From an optimization exercise on the open Yosys and OpenROAD flow, aimed at small area, a short achievable clock period and few clock cycles per item; shortcuts taken in it are not production practice. Function was checked by simulation only, so behaviour that the tests miss may differ from the original.

==> flow/design.v <==
module cosine_distance_unit #(
    parameter int W     = 16,
    parameter int FRAC  = 11,
    parameter int TERMS = 4
) (
    input  logic         clk,
    input  logic         reset_n,
    input  logic         start,
    input  logic [W-1:0] x_in,
    input  logic [W-1:0] v_in,
    output logic         busy,
    output logic         done,
    output logic [W-1:0] cos_out,
    output logic [W-1:0] distance,
    output logic         sat
);
    logic s1_q, s2_q, s3_q, done_q;
    logic accept;
    logic [15:0] a_q, b_q, d_q;
    logic        xo_q, fl_q, ds_q;
    logic        sat_q;
    assign busy   = s1_q | s2_q | s3_q;
    assign accept = start & ~busy;
    logic [15:0] xs;
    logic [15:0] x2f;
    assign xs  = {{2{x_in[13]}}, x_in[13:0]};
    assign x2f = {a_q[15], a_q[14:0] | {15{xo_q & ~s3_q}}};
    logic [23:0] t2_full;
    logic [11:0] term2;
    assign t2_full = b_q[14:0] * 9'd171 + 24'd2047;
    assign term2   = fl_q ? 12'd2736 : t2_full[22:11];
    logic [19:0] t3_full;
    logic [10:0] t3;
    logic [15:0] expr3;
    assign t3_full = b_q[14:0] * 5'd17;
    assign t3      = fl_q ? 11'd1087 : t3_full[19:9];
    assign expr3   = d_q - {5'd0, t3};
    logic [15:0] mr, mcand;
    assign mr = busy ? x2f : xs;
    always_comb begin
        if (s1_q) mcand = {2'b00, x2f[14:1]};
        else if (s2_q) mcand = {4'd0, term2};
        else if (s3_q) mcand = expr3;
        else mcand = xs;
    end
    logic [16:0] me;
    logic [16:0] bx;
    logic [16:0] row [8];
    logic [31:0] rsum [8];
    logic [31:0] negv;
    logic [31:0] prod;
    assign me = {mcand[15], mcand};
    assign bx = {mr, 1'b0};
    always_comb begin
        negv = '0;
        for (int i = 0; i < 8; i++) begin
            logic b0, b1, b2, one, two, neg;
            b0  = bx[2*i];
            b1  = bx[2*i+1];
            b2  = bx[2*i+2];
            one = b0 ^ b1;
            two = (b2 & ~b1 & ~b0) | (~b2 & b1 & b0);
            neg = b2;
            for (int j = 0; j < 17; j++) begin
                row[i][j] = ((one & me[j]) | (two & ((j == 0) ? 1'b0 : me[j-1]))) ^ neg;
            end
            negv[2*i] = neg;
            rsum[i] = {15'd0, ~row[i][16], row[i][15:0]} << (2*i);
        end
    end
    localparam logic [31:0] KSE = 32'hAAAB_0000;
    logic [31:0] kadd;
    assign kadd = KSE | {21'd0, {11{s1_q}}};
    assign prod = rsum[0] + rsum[1] + rsum[2] + rsum[3] + rsum[4] + rsum[5] + rsum[6] + rsum[7]
                + negv + kadd;
    logic x2ovf;
    assign x2ovf = (x_in[15:13] != 3'b000 && x_in[15:13] != 3'b111) || prod[26];
    logic hi_nz, sat1;
    assign hi_nz = prod[31:26] != 6'd0;
    assign sat1  = (prod[31:27] != 5'd0) || (prod[26] && prod[25:11] != 15'd0);
    logic sat3;
    assign sat3 = !(prod[31:26] == 6'h00 || prod[31:26] == 6'h3f);
    logic [15:0] e2;
    assign e2 = 16'd2048 - {2'b00, x2f[14:1]} + {4'd0, term2};
    always_ff @(posedge clk or negedge reset_n) begin
        if (!reset_n) begin
            s1_q   <= 1'b0;
            s2_q   <= 1'b0;
            s3_q   <= 1'b0;
            done_q <= 1'b0;
        end else begin
            s1_q <= accept;
            s2_q <= s1_q;
            s3_q <= s2_q;
            if (accept) done_q <= 1'b0;
            else if (s3_q) done_q <= 1'b1;
        end
    end
    always_ff @(posedge clk) begin
        if (accept) a_q <= {1'b0, prod[25:11]};
        else if (s2_q) a_q <= d_q;
        if (accept) xo_q <= x2ovf;
        if (s1_q | s2_q) b_q <= {1'b0, prod[25:11]};
        else if (s3_q) b_q <= expr3;
        if (s1_q | s2_q) fl_q <= hi_nz;
        else if (s3_q) fl_q <= sat3;
        if (s3_q) ds_q <= prod[31];
        if (accept) d_q <= v_in;
        else if (s2_q) d_q <= e2;
        else if (s3_q) d_q <= prod[26:11];
        if (accept) sat_q <= x2ovf;
        else if (s1_q) sat_q <= sat_q | sat1;
        else if (s2_q) sat_q <= sat_q | hi_nz;
        else if (s3_q) sat_q <= sat_q | sat3;
    end
    assign done     = done_q;
    assign cos_out  = b_q;
    assign distance = fl_q ? (ds_q ? 16'h8000 : 16'h7fff) : d_q;
    assign sat      = sat_q;
endmodule
==> flow/run.sh <==
#!/bin/bash
# synth_recipe.tcl (not shown) runs the flow's synth.tcl, then flattens the netlist and writes it again
# the make line also repeats each setting of config.mk as NAME=value (left out here)
make -C /OpenROAD-flow-scripts/flow DESIGN_CONFIG=/design/flow/config.mk WORK_HOME=/design/flow/orfs CLKGATE_MAP_FILE= SYNTH_SCRIPT=/design/flow/synth_recipe.tcl finish
==> flow/config.mk <==
export PLATFORM = sky130hd
export DESIGN_NAME = cosine_distance_unit
export DESIGN_NICKNAME = cosine_distance_unit
export VERILOG_FILES = /design/flow/design.v
export SDC_FILE = /design/flow/constraint.sdc
export NUM_CORES = 4
export LEC_CHECK = 0
export ABC_AREA = 1
export CAP_MARGIN = 20
export CORE_MARGIN = 2
export CORE_UTILIZATION = 40
export SLEW_MARGIN = 20
==> flow/constraint.sdc <==
create_clock -name core_clock -period 12.0 [get_ports {clk}]
set_input_delay 2.4000 -clock core_clock [delete_from_list [all_inputs] [get_ports {clk}]]
set_output_delay 2.4000 -clock core_clock [all_outputs]
set_load 0.01 [all_outputs]
==> impl_metrics.yaml <==
logic_synthesis:
  syn_nets: 2448
  ys_seq_area_share_pct: 10.7
  ys_warn_count: 3
  synth_cells: 2077
  synthesis.area_mm2: 0.0153
  yosysTopAreaCellShare_pct: 17.8
  ys_top_cells_by_area: "fa_1 18%, ha_1 16%, inv_1 10%"
  synth_ff_type: "edfxtp_1"
  synth_top_cell_by_area: "fa_1"
  synth_seq_cells: 56
  synth_edf_count: 50
  ys_types: 63
  synth.avg_cell_area_um2: 7.36
  synthArstFlopShare_pct: 7.14
detailed_routing:
  drtIter0Drc: 1325
  ant_nets: 0
  routedWlPerCell_um: 19.2
  vias_per_cell: 5.42
  drt-total-wl_um: 50200
  drc: 0
  firstDrtPassIters: 5
  vias: 14200
die:
  core_region_area_mm2: 0.0377
  rows: 71
  die_w_um: 200
  initial_core_util_pct: 40.6
  die_h_um: 200
  die_area_mm2: 0.0398
  pin_count: 70
finish:
  postLayoutCellArea_mm2: 0.0166
  layout.nets: 2479
  drive_gt1_share_pct: 4.98
  nFillCells: 3960
  diodes: 0
  area_delta_synth_final_pct: 8.73
clock_tree:
  cts_sinks: 56
  clk_latency_ns: 0.31
  cts_buffer_depth: 2
  post_cts_buffers: 0
  path_clk_slew_ns: 0.08
  hold_buffers: 0
  postCtsResizedCells: 0
  cts_inserted_buffers: 5
  tritoncts: "yes"
  h-tree-depth: 2
  cts-root-buf: "clkbuf_16"
sta:
  fin_crit_sh_pct: 90.4
  rsz0062_at_grt: "false"
  fmax_ghz: 0.0922
  fin_crit_ns: 10.85
  hold_viol: 0
  setup-violations-final: 0
  slew_headroom_pct: 42.0
  worst_pin_slew_ns: 0.869
  fin_skew_ns: 0.00811
  maxSlewViolCount: 0
  fin_tns_setup_ns: 0
place:
  port_buffers: 69
  hpwl_um: 41200
  place_congestion: 0.964
  placed_cell_area_mm2: 0.0165
setup_path:
  cp.required_ns: 12.06
  cpPeakStageDelay_ns: 0.54
  r2r_slack_ns: 1.15
  cpMostUsedCell: "nand2_1"
  cp_data_arrival_time_ns: 10.92
  critPathSlowestCell: "edfxtp_1"
  cp_max_fo: 16
  path_class: "reg2reg"
  cp-end-kind: "register"
  worst_setup_path_start_kind: "register"
global_route:
  grt_pass1_wl_um: 78100
  antenna_found_initial: 0
  overflow: 0
  grt_max_degree: 48
  grt_pass1_vias: 14000
  gr-usage-all-layers_pct: 25.7
hold_path:
  hold_path.class: "reg2reg"
status:
  status: "timing/DRC/antenna clean"
run:
  drv_cap: 0
-- cells in the final DEF, fill, tap and decap left out, types with 15 or more instances in the layout --
cell,Yosys,routed
inv_2,15,15
nand2_2,17,17
edfxtp_1,50,50
o21ai_0,93,93
nand2_1,352,352
inv_1,421,421
fa_1,136,136
nand3_1,59,59
clkdlybuf4s50_1,0,69
ha_1,200,200
a21oi_1,92,92
xor2_1,142,142
buf_4,5,18
o21ai_1,22,22
nor2_1,156,155
o22ai_1,82,82
-- registers in the layout, indices dropped and copies added (netlist names) --
name    count
a_q        16
b_q        16
d_q        16
done_q      1
ds_q        1
fl_q        1
s1_q        1
s2_q        1
s3_q        1
sat_q       1
xo_q        1
-- cell families after synthesis --
group,share of synthesized area (%)
and+or+nand+nor,17.9
buffers and inverters,12.8
AOI/OAI and AO/OA,15.6
adders and majority gates,34.2
xor gates and xnor gates,8.71
DFF,10.7
muxes,0.0655
-- per-stage QoR --
step	hold WS [ns]	util, %	std cells	worst slack [ns]
after floorplan	0.355	-	2077	2.66
final	0.505	44.1	2620	1.15
after CTS	0.499	44.1	2620	1.25
after global placement	0.476	43.7	2612	1.39
after global routing	0.541	44.1	2620	0.287
after detailed placement	0.480	43.7	2612	1.30
-- final cells by class --
| type | instances | area (µm²) | share of cell area (%) |
|---|---|---|---|
| clock inverter | 3 | 33.8 | 0.203 |
| timing repair buffer | 87 | 826 | 4.97 |
| inverter | 443 | 1660 | 10.0 |
| sequential | 56 | 1640 | 9.87 |
| tap | 511 | 639 | 3.85 |
| multi-input combinational | 1515 | 11700 | 70.4 |
| clock buffer | 5 | 125 | 0.753 |
-- final timing paths --
path | from | end | cells past startpoint
min in group asynchronous | reset_n | s2_q$_DFF_PN0_ | 1
hold reg to reg | done_q$_DFFE_PN0P_ | done_q$_DFFE_PN0P_ | 2
setup reg to reg | b_q[2]$_DFFE_PN_ | sat_q$_DFFE_PP_ | 58
setup / recovery | b_q[2]$_DFFE_PN_ | sat_q$_DFFE_PP_ | 58
hold / removal | done_q$_DFFE_PN0P_ | done_q$_DFFE_PN0P_ | 2
max in group asynchronous | reset_n | done_q$_DFFE_PN0P_ | 1
-- critical path: cells and delay by family, from the launching register on --
kind                     cells  cell delay (ns)
adder cells (fa/ha/maj)      8             3.47
flip-flops                   1             0.54
buffers and inverters        4             0.24
XOR/XNOR                     1             0.24
AND/OR/NAND/NOR             26             2.99
AO/OA/AOI/OAI               19             3.07
-- routing by layer --
metal	part of all wire (%)	wire length, µm	GRT usage (%)
met1	43	21700	35.2
met2	45	22700	41.6
met3	8.2	4120	3.73
met4	3.1	1570	8.12
met5	0	0	0
-- cells in the mapped netlist, drive strengths merged, types with 8 or more instances --
master and number:
nor2 162, nand4 12, fa 136, xnor2 10, a31oi 9, ha 200, o221ai 8, nand3 64
o211ai 9, o21ai 125, o21a 8, a21oi 99, nand2 371, xor2 142, inv 436, nor3 15
buf 30, edfxtp 50, clkbuf 33, o22ai 84, o21bai 8
Testbench counts, summed over its fixed seeds: cycles 6,400, items 1,600.

-- re-timing with driven ports --
The results above use ideal ports. As a check the final layout listed here was re-extracted and re-timed, cells and wires unchanged.
Step 1 assumes that a clkbuf_16 drives the clock port and a buf_2 every other input.
Step 2 also shifts input and output timing later by t, the mid clock arrival at the registers, as if the neighbouring blocks saw the same clock.
Three values: ideal ports, drivers, drivers and shift; two values: the first two.
t (ns): 0.341
slack for setup (ns): 1.149 / 1.149 / 1.149
hold slack, ns: 0.505 / 0.505 / 0.505
latest minus earliest clock arrival (ns): 0.008 / 0.008
worst data-port slew with drivers (ns): 0.05
After both steps this run still meets setup and hold. For this run, drivers alone change the setup slack by 0.000 ns; drivers and shift together by 0.000 ns.
